From an optimization exercise on the open Yosys and OpenROAD flow, aimed at a short achievable clock period and few clock cycles; shortcuts taken in it are not production practice.
RTL that was checked went through simulation tests only; none was proved equivalent to the original.

==> inputs of 01-16 <==
// roi_crop_mosaic_address_gen_core
module roi_crop_mosaic_address_gen_core (
    input  logic         clk,
    input  logic         rst_n,
    input  logic         s_tvalid,
    output logic         s_tready,
    input  logic [47:0]  s_tdata,   
    input  logic         s_tuser,   
    output logic         m_tvalid,
    input  logic         m_tready,
    output logic [103:0] m_tdata,   
    output logic [1:0]   m_tuser,   
    output logic         m_tlast,
    input  logic         cfg_valid,
    output logic         cfg_ready,
    input  logic [2:0]   cfg_index,
    input  logic [12:0]  cfg_data
);
    localparam int FIFO_N = 2;
    logic [12:0] cfg_w, cfg_h;
    logic [4:0]  cfg_scx, cfg_scy;
    logic [6:0]  cfg_cols, cfg_rows;
    logic [12:0] cfg_nslots;
    logic [11:0] cfg_mw;
    logic [9:0]  ns_lo, ns_hi;
    logic [14:0] cfg_w3;
    logic [16*17-1:0] cfg_mtab;
    assign cfg_ready = 1'b1;
  ...
Settings: LEC_CHECK=0, CAP_MARGIN=20, CORE_MARGIN=2, CORE_UTILIZATION=50, CTS_CLUSTER_DIAMETER=100, CTS_CLUSTER_SIZE=24, SLEW_MARGIN=20; clock period 10.0 ns.
standard.sh (not shown) runs the stock make flow with config.mk's settings and CLKGATE_MAP_FILE= SYNTH_SCRIPT=/design/flow/synth_recipe.tcl, a recipe that flattens the netlist after the stock synthesis.
==> flow/flow/run.sh <==
#!/bin/bash
# Standard layout, with timing repair aimed at a tighter target than the clock period so that
# the resizer keeps improving paths that already meet 10 ns. Constraints are unchanged.
set -euo pipefail
bash standard.sh SETUP_SLACK_MARGIN=7 finish > standard_flow.log 2>&1
==> 07-26 (differences from 01-16) <==
--- a/flow/design.v
+++ b/flow/design.v
@@ -22,13 +22,13 @@
     input  logic [12:0]   cfg_w,
     input  logic [12:0]   cfg_h,
     input  logic [4:0]    cfg_scx,
     input  logic [4:0]    cfg_scy,
     input  logic [6:0]    cfg_cols,       
     input  logic [12:0]   cfg_nslots,     
-    input  logic [16*17-1:0] cfg_mtab,    
+    input  logic [14:0]   cfg_w3,         
     input  logic          i_v,
     input  logic          i_act,
     input  logic [47:0]   i_data,
     output logic          r_v,
     output logic          r_emit,         
     output logic          r_rows,         
@@ -42,16 +42,21 @@
     output logic [26:0]   r_cs,
     output logic [26:0]   r_cd,
     output logic [5:0]    r_len,
     output logic [5:0]    r_nrows,
     output logic          r_y0odd
 );
-    logic [16:0] mtab [0:15];
-    always_comb
-        for (int k = 0; k < 16; k++)
-            mtab[k] = cfg_mtab[k*17 +: 17];
+    function automatic logic [14:0] wmul(input logic [1:0] d, input logic [12:0] w,
+                                         input logic [14:0] w3);
+        case (d)
+            2'd0: wmul = 15'd0;
+            2'd1: wmul = {2'd0, w};
+            2'd2: wmul = {1'b0, w, 1'b0};
+            default: wmul = w3;
+        endcase
+    endfunction
     logic [7:0] cnt_reg;
     logic [5:0] col_reg, row_reg;
     logic [6:0] col_inc;
     logic       region_ok;
     assign col_inc   = {1'b0, col_reg} + 7'd1;
     assign region_ok = cnt_reg < 8'(rcmag_pkg::MAX_REGIONS);
@@ -210,16 +215,20 @@
     logic        g_active, g_y0odd;
     logic [3:0]  g_x0hi, g_y0hi;
     logic [26:0] g_ld;
     logic [22:0] g_cda;
     logic [12:0] g_x0, g_y0;
     logic [5:0]  g_len, g_nrows;
-    logic [16:0] g_pa0, g_pa1, g_pa2, g_pa3, g_pb0, g_pb1, g_pb2, g_pb3;
+    logic [16:0] g_sa [0:3];
+    logic [16:0] g_sb [0:3];
     logic [5:0]  x1c, y1c;
+    logic [15:0] ya, qa;
     assign x1c = f_x1gt ? cfg_w[5:0] : f_x1r[5:0];
     assign y1c = f_y1gt ? cfg_h[5:0] : f_y1r[5:0];
+    assign ya  = {3'd0, f_y0};
+    assign qa  = {2'd0, f_q};
     always_ff @(posedge clk or negedge rst_n)
         if (!rst_n) g_v <= 1'b0;
         else        g_v <= f_v;
     always_ff @(posedge clk)
     begin
         g_t      <= f_t;
@@ -232,35 +241,34 @@
                                                 : {4'd0, f_rc, 10'd0} + {16'd0, f_col, 5'd0};
         g_cda    <= {1'b0, f_rc, 9'd0} + {12'd0, f_col, 5'd0};
         g_x0     <= f_x0;
         g_y0     <= f_y0;
         g_len    <= x1c - f_x0[5:0];
         g_nrows  <= y1c - f_y0[5:0];
-        g_pa0    <= mtab[f_y0[3:0]];
-        g_pa1    <= mtab[f_y0[7:4]];
-        g_pa2    <= mtab[f_y0[11:8]];
-        g_pa3    <= f_y0[12] ? mtab[1] : 17'd0;
-        g_pb0    <= mtab[f_q[3:0]];
-        g_pb1    <= mtab[f_q[7:4]];
-        g_pb2    <= mtab[f_q[11:8]];
-        g_pb3    <= mtab[{2'd0, f_q[13:12]}];
+        for (int j = 0; j < 4; j++)
+        begin
+            g_sa[j] <= {2'd0, wmul(ya[4*j +: 2], cfg_w, cfg_w3)}
+                       + {wmul(ya[4*j+2 +: 2], cfg_w, cfg_w3), 2'd0};
+            g_sb[j] <= {2'd0, wmul(qa[4*j +: 2], cfg_w, cfg_w3)}
+                       + {wmul(qa[4*j+2 +: 2], cfg_w, cfg_w3), 2'd0};
+        end
     end
     logic        h_v;
     logic [1:0]  h_t;
     logic [7:0]  h_slot;
     logic        h_active, h_y0odd;
     logic [3:0]  h_x0hi, h_y0hi;
     logic [26:0] h_ld, h_cd;
     logic [12:0] h_x0, h_y0;
     logic [5:0]  h_len, h_nrows;
     logic [20:0] h_a1, h_a2, h_b1, h_b2;
     logic [20:0] a1, a2, b1, b2;
-    rcmag_mac u_a1 (.tab_a(g_pa0), .tab_b(g_pa1), .res(a1));
-    rcmag_mac u_a2 (.tab_a(g_pa2), .tab_b(g_pa3), .res(a2));
-    rcmag_mac u_b1 (.tab_a(g_pb0), .tab_b(g_pb1), .res(b1));
-    rcmag_mac u_b2 (.tab_a(g_pb2), .tab_b(g_pb3), .res(b2));
+    rcmag_mac u_a1 (.tab_a(g_sa[0]), .tab_b(g_sa[1]), .res(a1));
+    rcmag_mac u_a2 (.tab_a(g_sa[2]), .tab_b(g_sa[3]), .res(a2));
+    rcmag_mac u_b1 (.tab_a(g_sb[0]), .tab_b(g_sb[1]), .res(b1));
+    rcmag_mac u_b2 (.tab_a(g_sb[2]), .tab_b(g_sb[3]), .res(b2));
     always_ff @(posedge clk or negedge rst_n)
         if (!rst_n) h_v <= 1'b0;
         else        h_v <= g_v;
     always_ff @(posedge clk)
     begin
         h_t      <= g_t;
@@ -326,31 +334,21 @@
     logic [4:0]  cfg_scx, cfg_scy;
     logic [6:0]  cfg_cols, cfg_rows;
     logic [12:0] cfg_nslots;
     logic [11:0] cfg_mw;
     logic [9:0]  ns_lo, ns_hi;
     logic [14:0] cfg_w3;
-    logic [16*17-1:0] cfg_mtab;
     assign cfg_ready = 1'b1;
     function automatic logic [6:0] clamp_tiles(input logic [6:0] v);
         if (v == 7'd0)
             clamp_tiles = 7'd1;
         else if (v > 7'd64)
             clamp_tiles = 7'd64;
         else
             clamp_tiles = v;
     endfunction
-    function automatic logic [16:0] w_times(input logic [1:0] j, input logic [12:0] w,
-                                            input logic [14:0] w3);
-        case (j)
-            2'd0: w_times = 17'd0;
-            2'd1: w_times = {4'd0, w};
-            2'd2: w_times = {3'd0, w, 1'b0};
-            default: w_times = {2'd0, w3};
-        endcase
-    endfunction
     always_ff @(posedge clk or negedge rst_n)
     begin
         if (!rst_n)
         begin
             cfg_w    <= 13'd3840;
             cfg_h    <= 13'd2160;
@@ -376,37 +374,37 @@
     always_ff @(posedge clk)
     begin
         ns_lo      <= 10'(cfg_cols * cfg_rows[2:0]);
         ns_hi      <= 10'(cfg_cols * cfg_rows[6:3]);
         cfg_nslots <= {3'd0, ns_lo} + {ns_hi, 3'd0};
         cfg_w3     <= {2'd0, cfg_w} + {1'b0, cfg_w, 1'b0};
-        for (int k = 0; k < 16; k++)
-            cfg_mtab[k*17 +: 17] <= (w_times(2'(k >> 2), cfg_w, cfg_w3) << 2)
-                                    + w_times(2'(k & 3), cfg_w, cfg_w3);
     end
     logic        i_v, i_act;
     logic [47:0] i_data;
     logic [2:0]  occ;
     logic        pop;
     logic [2:0]  occ_np;
     logic        take;
-    assign take   = s_tvalid && s_tready;
+    logic rdy;
+    assign take   = s_tvalid && rdy;
     assign occ_np = occ - {2'd0, pop};
     always_ff @(posedge clk or negedge rst_n)
     begin
         if (!rst_n)
         begin
             i_v      <= 1'b0;
             occ      <= '0;
+            rdy      <= 1'b0;
             s_tready <= 1'b0;
         end
         else
         begin
             i_v      <= take;
             occ      <= take ? occ_np + 3'd1 : occ_np;
-            s_tready <= take ? (occ_np < 3'(FIFO_N - 1)) : (occ_np < 3'(FIFO_N));
+            rdy      <= take ? (occ_np < 3'(FIFO_N - 1)) : (occ_np < 3'(FIFO_N));
+            s_tready <= (s_tvalid && s_tready) ? (occ_np < 3'(FIFO_N - 1)) : (occ_np < 3'(FIFO_N));
         end
     end
     always_ff @(posedge clk)
     begin
         i_act  <= s_tuser;
         i_data <= s_tdata;
@@ -423,13 +421,13 @@
         .cfg_w      (cfg_w),
         .cfg_h      (cfg_h),
         .cfg_scx    (cfg_scx),
         .cfg_scy    (cfg_scy),
         .cfg_cols   (cfg_cols),
         .cfg_nslots (cfg_nslots),
-        .cfg_mtab   (cfg_mtab),
+        .cfg_w3     (cfg_w3),
         .i_v        (i_v),
         .i_act      (i_act),
         .i_data     (i_data),
         .r_v        (r_v),
         .r_emit     (r_emit),
         .r_rows     (r_rows),
@@ -584,23 +582,27 @@
     logic        o_last, oh_last, sk_last, n_last;
     logic [7:0]  o_slot, oh_slot, sk_slot, n_slot;
     logic [26:0] o_src, o_dst, oh_src, oh_dst, sk_src, sk_dst, n_src, n_dst;
     logic [5:0]  o_len, oh_len, sk_len, n_len;
     logic [15:0] o_tlx, o_tly, oh_tlx, oh_tly, sk_tlx, sk_tly, n_tlx, n_tly;
     assign o_load = !o_v || m_tready;
+    logic o_vp;
     always_ff @(posedge clk or negedge rst_n)
     begin
         if (!rst_n)
         begin
             o_v  <= 1'b0;
+            o_vp <= 1'b0;
             sk_v <= 1'b0;
         end
         else
         begin
             if (o_load)
                 o_v <= sk_v || push;
+            if (!o_vp || m_tready)
+                o_vp <= sk_v || push;
             sk_v <= sk_v ? !o_load : (push && !o_load);
         end
     end
     assign n_kind = sk_v ? sk_kind : e_kind;
     assign n_last = sk_v ? sk_last : e_last;
     assign n_slot = sk_v ? sk_slot : e_oslot;
@@ -639,11 +641,11 @@
         o_src  <= o_load ? n_src  : oh_src;
         o_dst  <= o_load ? n_dst  : oh_dst;
         o_len  <= o_load ? n_len  : oh_len;
         o_tlx  <= o_load ? n_tlx  : oh_tlx;
         o_tly  <= o_load ? n_tly  : oh_tly;
     end
-    assign m_tvalid = o_v;
+    assign m_tvalid = o_vp;
     assign m_tuser  = o_kind;
     assign m_tlast  = o_last;
     assign m_tdata  = {4'd0, o_tly, o_tlx, o_len, o_dst, o_src, o_slot};
 endmodule
==> 09-22 (differences from 01-16) <==
--- a/flow/design.v
+++ b/flow/design.v
@@ -147,74 +147,75 @@
         d_cy   <= {2'd0, c_ylo} + {c_yhi, 3'd0};
         d_rc   <= {3'd0, c_rclo} + {c_rchi, 3'd0};
     end
     logic        e_v;
     logic [1:0]  e_t;
     logic [7:0]  e_slot;
-    logic [5:0]  e_col;
-    logic [12:0] e_rc;
     logic        e_room;
     logic [16:0] e_x0, e_y0;
     logic [17:0] e_x1r, e_y1r;
+    logic [15:0] e_tlx, e_tly;
+    logic [23:0] e_ld;
+    logic [22:0] e_cda;
     logic [16:0] x0c, y0c;
     assign x0c = (d_cx[16:4] != 13'd0) ? {d_cx[16:4] - 13'd1, d_cx[3:0]} : 17'd0;
     assign y0c = (d_cy[16:4] != 13'd0) ? {d_cy[16:4] - 13'd1, d_cy[3:0]} : 17'd0;
     always_ff @(posedge clk or negedge rst_n)
         if (!rst_n) e_v <= 1'b0;
         else        e_v <= d_v;
     always_ff @(posedge clk)
     begin
         e_t    <= d_t;
         e_slot <= d_slot;
-        e_col  <= d_col;
-        e_rc   <= d_rc;
         e_room <= d_room;
         e_x0   <= x0c;
         e_y0   <= y0c;
         e_x1r  <= {1'b0, d_cx} + 18'd16;
         e_y1r  <= {1'b0, d_cy} + 18'd16;
+        e_tlx  <= x0c[16] ? 16'hFFFF : x0c[15:0];
+        e_tly  <= y0c[16] ? 16'hFFFF : y0c[15:0];
+        e_ld   <= {1'b0, d_rc, 10'd0} + {13'd0, d_col, 5'd0};
+        e_cda  <= {1'b0, d_rc, 9'd0} + {12'd0, d_col, 5'd0};
     end
     logic        f_v;
     logic [1:0]  f_t;
     logic [7:0]  f_slot;
-    logic [5:0]  f_col;
-    logic [12:0] f_rc;
     logic        f_active;
-    logic [3:0]  f_x0hi, f_y0hi;
+    logic [15:0] f_tlx, f_tly;
+    logic [26:0] f_ld, f_cd;
     logic [12:0] f_x0, f_y0;
     logic [13:0] f_q;
     logic [17:0] f_x1r, f_y1r;
     logic        f_x1gt, f_y1gt;
     always_ff @(posedge clk or negedge rst_n)
         if (!rst_n) f_v <= 1'b0;
         else        f_v <= e_v;
     always_ff @(posedge clk)
     begin
         f_t      <= e_t;
         f_slot   <= e_slot;
-        f_col    <= e_col;
-        f_rc     <= e_rc;
         f_active <= e_room && ({4'd0, cfg_w} > e_x0) && ({4'd0, cfg_h} > e_y0);
-        f_x0hi   <= e_x0[16:13];
-        f_y0hi   <= e_y0[16:13];
+        f_tlx    <= e_tlx;
+        f_tly    <= e_tly;
+        f_ld     <= (e_t == rcmag_pkg::T_FRAME) ? {4'd0, cfg_nslots, 10'd0} : {3'd0, e_ld};
+        f_cd     <= {4'd0, e_cda} + {4'd0, cfg_nslots, 10'd0};
         f_x0     <= e_x0[12:0];
         f_y0     <= e_y0[12:0];
         f_q      <= {2'd0, e_y0[12:1]} + {1'b0, cfg_h} + {13'd0, e_y0[0]};
         f_x1r    <= e_x1r;
         f_y1r    <= e_y1r;
         f_x1gt   <= e_x1r > {5'd0, cfg_w};
         f_y1gt   <= e_y1r > {5'd0, cfg_h};
     end
     logic        g_v;
     logic [1:0]  g_t;
     logic [7:0]  g_slot;
     logic        g_active, g_y0odd;
-    logic [3:0]  g_x0hi, g_y0hi;
-    logic [26:0] g_ld;
-    logic [22:0] g_cda;
-    logic [12:0] g_x0, g_y0;
+    logic [15:0] g_tlx, g_tly;
+    logic [26:0] g_ld, g_cd;
+    logic [12:0] g_x0;
     logic [5:0]  g_len, g_nrows;
     logic [16:0] g_pa0, g_pa1, g_pa2, g_pa3, g_pb0, g_pb1, g_pb2, g_pb3;
     logic [5:0]  x1c, y1c;
     assign x1c = f_x1gt ? cfg_w[5:0] : f_x1r[5:0];
     assign y1c = f_y1gt ? cfg_h[5:0] : f_y1r[5:0];
     always_ff @(posedge clk or negedge rst_n)
@@ -223,19 +224,17 @@
     always_ff @(posedge clk)
     begin
         g_t      <= f_t;
         g_slot   <= f_slot;
         g_active <= f_active;
         g_y0odd  <= f_y0[0];
-        g_x0hi   <= f_x0hi;
-        g_y0hi   <= f_y0hi;
-        g_ld     <= (f_t == rcmag_pkg::T_FRAME) ? {4'd0, cfg_nslots, 10'd0}
-                                                : {4'd0, f_rc, 10'd0} + {16'd0, f_col, 5'd0};
-        g_cda    <= {1'b0, f_rc, 9'd0} + {12'd0, f_col, 5'd0};
+        g_tlx    <= f_tlx;
+        g_tly    <= f_tly;
+        g_ld     <= f_ld;
+        g_cd     <= f_cd;
         g_x0     <= f_x0;
-        g_y0     <= f_y0;
         g_len    <= x1c - f_x0[5:0];
         g_nrows  <= y1c - f_y0[5:0];
         g_pa0    <= mtab[f_y0[3:0]];
         g_pa1    <= mtab[f_y0[7:4]];
         g_pa2    <= mtab[f_y0[11:8]];
         g_pa3    <= f_y0[12] ? mtab[1] : 17'd0;
@@ -245,15 +244,15 @@
         g_pb3    <= mtab[{2'd0, f_q[13:12]}];
     end
     logic        h_v;
     logic [1:0]  h_t;
     logic [7:0]  h_slot;
     logic        h_active, h_y0odd;
-    logic [3:0]  h_x0hi, h_y0hi;
+    logic [15:0] h_tlx, h_tly;
     logic [26:0] h_ld, h_cd;
-    logic [12:0] h_x0, h_y0;
+    logic [12:0] h_x0;
     logic [5:0]  h_len, h_nrows;
     logic [20:0] h_a1, h_a2, h_b1, h_b2;
     logic [20:0] a1, a2, b1, b2;
     rcmag_mac u_a1 (.tab_a(g_pa0), .tab_b(g_pa1), .res(a1));
     rcmag_mac u_a2 (.tab_a(g_pa2), .tab_b(g_pa3), .res(a2));
     rcmag_mac u_b1 (.tab_a(g_pb0), .tab_b(g_pb1), .res(b1));
@@ -264,18 +263,17 @@
     always_ff @(posedge clk)
     begin
         h_t      <= g_t;
         h_slot   <= g_slot;
         h_active <= g_active;
         h_y0odd  <= g_y0odd;
-        h_x0hi   <= g_x0hi;
-        h_y0hi   <= g_y0hi;
+        h_tlx    <= g_tlx;
+        h_tly    <= g_tly;
         h_ld     <= g_ld;
-        h_cd     <= {4'd0, g_cda} + {4'd0, cfg_nslots, 10'd0};
+        h_cd     <= g_cd;
         h_x0     <= g_x0;
-        h_y0     <= g_y0;
         h_len    <= g_len;
         h_nrows  <= g_nrows;
         h_a1     <= a1;
         h_a2     <= a2;
         h_b1     <= b1;
         h_b2     <= b2;
@@ -290,14 +288,14 @@
     begin
         r_emit  <= is_frame || is_region;
         r_rows  <= is_region && h_active;
         r_kind  <= is_frame ? rcmag_pkg::KIND_CLEAR : rcmag_pkg::KIND_TOP_LEFT;
         r_last  <= is_frame || !h_active;
         r_slot  <= is_frame ? 8'd0 : h_slot;
-        r_tlx   <= is_frame ? 16'd0 : (h_x0hi[3] ? 16'hFFFF : {h_x0hi[2:0], h_x0});
-        r_tly   <= is_frame ? 16'd0 : (h_y0hi[3] ? 16'hFFFF : {h_y0hi[2:0], h_y0});
+        r_tlx   <= is_frame ? 16'd0 : h_tlx;
+        r_tly   <= is_frame ? 16'd0 : h_tly;
         r_ls    <= 27'({6'd0, h_a1} + {h_a2, 8'd0} + {14'd0, h_x0});
         r_cs    <= 27'({6'd0, h_b1} + {h_b2, 8'd0} + {14'd0, h_x0});
         r_ld    <= h_ld;
         r_cd    <= h_cd;
         r_len   <= h_len;
         r_nrows <= h_nrows;
@@ -318,13 +316,13 @@
     output logic         m_tlast,
     input  logic         cfg_valid,
     output logic         cfg_ready,
     input  logic [2:0]   cfg_index,
     input  logic [12:0]  cfg_data
 );
-    localparam int FIFO_N = 2;
+    localparam int FIFO_N = 4;
     logic [12:0] cfg_w, cfg_h;
     logic [4:0]  cfg_scx, cfg_scy;
     logic [6:0]  cfg_cols, cfg_rows;
     logic [12:0] cfg_nslots;
     logic [11:0] cfg_mw;
     logic [9:0]  ns_lo, ns_hi;
@@ -394,25 +392,28 @@
     always_ff @(posedge clk or negedge rst_n)
     begin
         if (!rst_n)
         begin
             i_v      <= 1'b0;
             occ      <= '0;
-            s_tready <= 1'b0;
+            s_tready <= 1'b1;
         end
         else
         begin
             i_v      <= take;
             occ      <= take ? occ_np + 3'd1 : occ_np;
             s_tready <= take ? (occ_np < 3'(FIFO_N - 1)) : (occ_np < 3'(FIFO_N));
         end
     end
     always_ff @(posedge clk)
     begin
-        i_act  <= s_tuser;
-        i_data <= s_tdata;
+        if (s_tready)
+        begin
+            i_act  <= s_tuser;
+            i_data <= s_tdata;
+        end
     end
     logic        r_v, r_emit, r_rows, r_last, r_y0odd;
     logic [1:0]  r_kind;
     logic [7:0]  r_slot;
     logic [15:0] r_tlx, r_tly;
     logic [26:0] r_ls, r_ld, r_cs, r_cd;
@@ -445,13 +446,13 @@
         .r_len      (r_len),
         .r_nrows    (r_nrows),
         .r_y0odd    (r_y0odd)
     );
     localparam int REC_W = 1 + 1 + 2 + 1 + 8 + 16 + 16 + 4*27 + 6 + 6 + 1;
     logic [REC_W-1:0] fifo_mem [0:FIFO_N-1];
-    logic             wp, rp;
+    logic [1:0]       wp, rp;
     logic [2:0]       fcnt;
     logic [REC_W-1:0] head;
     logic             h_emit, h_rows, h_last, h_y0odd;
     logic [1:0]       h_kind;
     logic [7:0]       h_slot;
     logic [15:0]      h_tlx, h_tly;
@@ -469,15 +470,15 @@
             rp   <= '0;
             fcnt <= '0;
         end
         else
         begin
             if (r_v)
-                wp <= !wp;
+                wp <= wp + 2'd1;
             if (pop)
-                rp <= !rp;
+                rp <= rp + 2'd1;
             fcnt <= fcnt + {2'd0, r_v} - {2'd0, pop};
         end
     end
     assign head = fifo_mem[rp];
     assign {h_emit, h_rows, h_kind, h_last, h_slot, h_tlx, h_tly,
             h_ls, h_ld, h_cs, h_cd, h_len, h_nrows, h_y0odd} = head;
@@ -577,18 +578,18 @@
                 hodd   <= h_y0odd;
                 ph_c   <= 1'b0;
             end
         end
     end
     logic        o_load;
-    logic [1:0]  o_kind, oh_kind, sk_kind, n_kind;
-    logic        o_last, oh_last, sk_last, n_last;
-    logic [7:0]  o_slot, oh_slot, sk_slot, n_slot;
-    logic [26:0] o_src, o_dst, oh_src, oh_dst, sk_src, sk_dst, n_src, n_dst;
-    logic [5:0]  o_len, oh_len, sk_len, n_len;
-    logic [15:0] o_tlx, o_tly, oh_tlx, oh_tly, sk_tlx, sk_tly, n_tlx, n_tly;
+    logic [1:0]  o_kind, sk_kind;
+    logic        o_last, sk_last;
+    logic [7:0]  o_slot, sk_slot;
+    logic [26:0] o_src, o_dst, sk_src, sk_dst;
+    logic [5:0]  o_len, sk_len;
+    logic [15:0] o_tlx, o_tly, sk_tlx, sk_tly;
     assign o_load = !o_v || m_tready;
     always_ff @(posedge clk or negedge rst_n)
     begin
         if (!rst_n)
         begin
             o_v  <= 1'b0;
@@ -598,20 +599,12 @@
         begin
             if (o_load)
                 o_v <= sk_v || push;
             sk_v <= sk_v ? !o_load : (push && !o_load);
         end
     end
-    assign n_kind = sk_v ? sk_kind : e_kind;
-    assign n_last = sk_v ? sk_last : e_last;
-    assign n_slot = sk_v ? sk_slot : e_oslot;
-    assign n_src  = sk_v ? sk_src  : e_src;
-    assign n_dst  = sk_v ? sk_dst  : e_dst;
-    assign n_len  = sk_v ? sk_len  : e_olen;
-    assign n_tlx  = sk_v ? sk_tlx  : e_tlx;
-    assign n_tly  = sk_v ? sk_tly  : e_tly;
     always_ff @(posedge clk)
     begin
         if (!sk_v)
         begin
             sk_kind <= e_kind;
             sk_last <= e_last;
@@ -619,31 +612,23 @@
             sk_src  <= e_src;
             sk_dst  <= e_dst;
             sk_len  <= e_olen;
             sk_tlx  <= e_tlx;
             sk_tly  <= e_tly;
         end
-        if (o_load && (sk_v || push))
+        if (o_load)
         begin
-            oh_kind <= n_kind;
-            oh_last <= n_last;
-            oh_slot <= n_slot;
-            oh_src  <= n_src;
-            oh_dst  <= n_dst;
-            oh_len  <= n_len;
-            oh_tlx  <= n_tlx;
-            oh_tly  <= n_tly;
-        end
-        o_kind <= o_load ? n_kind : oh_kind;
-        o_last <= o_load ? n_last : oh_last;
-        o_slot <= o_load ? n_slot : oh_slot;
-        o_src  <= o_load ? n_src  : oh_src;
-        o_dst  <= o_load ? n_dst  : oh_dst;
-        o_len  <= o_load ? n_len  : oh_len;
-        o_tlx  <= o_load ? n_tlx  : oh_tlx;
-        o_tly  <= o_load ? n_tly  : oh_tly;
+            o_kind <= sk_v ? sk_kind : e_kind;
+            o_last <= sk_v ? sk_last : e_last;
+            o_slot <= sk_v ? sk_slot : e_oslot;
+            o_src  <= sk_v ? sk_src  : e_src;
+            o_dst  <= sk_v ? sk_dst  : e_dst;
+            o_len  <= sk_v ? sk_len  : e_olen;
+            o_tlx  <= sk_v ? sk_tlx  : e_tlx;
+            o_tly  <= sk_v ? sk_tly  : e_tly;
+        end
     end
     assign m_tvalid = o_v;
     assign m_tuser  = o_kind;
     assign m_tlast  = o_last;
     assign m_tdata  = {4'd0, o_tly, o_tlx, o_len, o_dst, o_src, o_slot};
 endmodule
CORE_UTILIZATION = 30   (was 50)
CTS_CLUSTER_DIAMETER = default   (was 100)
CTS_CLUSTER_SIZE = default   (was 24)
==> results.json <==
{
  "p_leak_nw": 43.6,
  "finClkSkew_ns": 0.120,
  "path_clk_slew_ns": 0.06,
  "seq_area_frac_synth_pct": 57.7,
  "post_cts_resized": 552,
  "synthCells": 7858,
  "initial_core_util_pct": 30.1,
  "layout_min_cycle_time_ns": 3.64,
  "top_regs": "fifo_mem: 596 flops, cfg_mtab: 129 flops, i_data: 48 flops",
  "buffer_area_share_pct": 3.14,
  "drt_first_pass_iters": 13,
  "synth_xor_area_share_pct": 4.28,
  "status": "complete, no violations",
  "synth_area_per_cell_um2": 12.2
}
(the above is from 09-22)
==> results.json <==
{
  "seq_area_frac_synth_pct": 53.0,
  "post_cts_resized": 601,
  "finClkSkew_ns": 0.0553,
  "initial_core_util_pct": 50.5,
  "layout_min_cycle_time_ns": 3.33,
  "p_leak_nw": 38.1,
  "synth_area_per_cell_um2": 11.0,
  "die_h_um": 418,
  "ff2ff_setup_slack_ns": 7.01,
  "maxPowerGroup": "sequential cells",
  "buffer_area_share_pct": 3.27,
  "drt_first_pass_iters": 7,
  "top_regs": "fifo_mem: 298 flops, cfg_mtab: 129 flops, i_data: 48 flops",
  "synth_xor_area_share_pct": 4.76,
  "dp_hpwl_um": 173000,
  "rows": 151,
  "status": "complete, no violations"
}
(the above is from 01-16)
==> results.json <==
{
  "status": "complete, no violations",
  "drt_first_pass_iters": 5,
  "whs_path_depth": 0,
  "synth_area_per_cell_um2": 11.1,
  "finClkSkew_ns": 0.0343,
  "cp_num_cells": 1,
  "tightestPinTransition_ns": 1.02,
  "yosys_warnings": 6,
  "top_regs": "fifo_mem: 298 flops, u_ctrl.g_sb: 66 flops, u_ctrl.g_sa: 64 flops",
  "initial_core_util_pct": 50.5,
  "synth_xor_area_share_pct": 5.17,
  "seq_area_frac_synth_pct": 54.3,
  "p_leak_nw": 36.9,
  "pg_seq_w": 0.0126,
  "post_cts_resized": 669,
  "buffer_area_share_pct": 4.15,
  "layout_min_cycle_time_ns": 3.26
}
(the above is from 07-26)
Testbench counts of 01-16, summed over its fixed seeds: cycles 75,836.
Testbench counts of 07-26, summed over its fixed seeds: cycles 75,836.
No functional check of the RTL was part of 09-22.

-- port drivers added, routing unchanged --
The flow's constraints put no driver on any port. The routed layouts listed below were extracted and timed again, unchanged, in two steps. Step 1: set_driving_cell puts a clkbuf_16 on clk and a buf_2 on each other input, an assumption about the parent block. Step 2 adds t to the input delays and takes it off the output delays; t is the mean of the earliest and latest rising clock arrival at the registers after step 1. Input paths then give back, and output paths get back, about the clock's delay inside the block. Three values: no drivers, after step 1, after step 2; two values: the first two.
run	t (ns)	setup WS [ns]	hold slack, ns	worst setup path after step 2
01-16	0.821	6.668 / 6.578 / 6.272	0.311 / 0.311 / 0.311	input to register
07-26	0.801	6.742 / 6.660 / 6.240	0.314 / 0.314 / 0.314	input to register
09-22	0.946	6.361 / 6.270 / 6.238	0.235 / 0.235 / 0.235	input to register
After both steps setup and hold are still met in every run listed. For 07-26, which loses most, drivers alone change the setup slack by -0.082 ns; drivers and shift together by -0.502 ns.
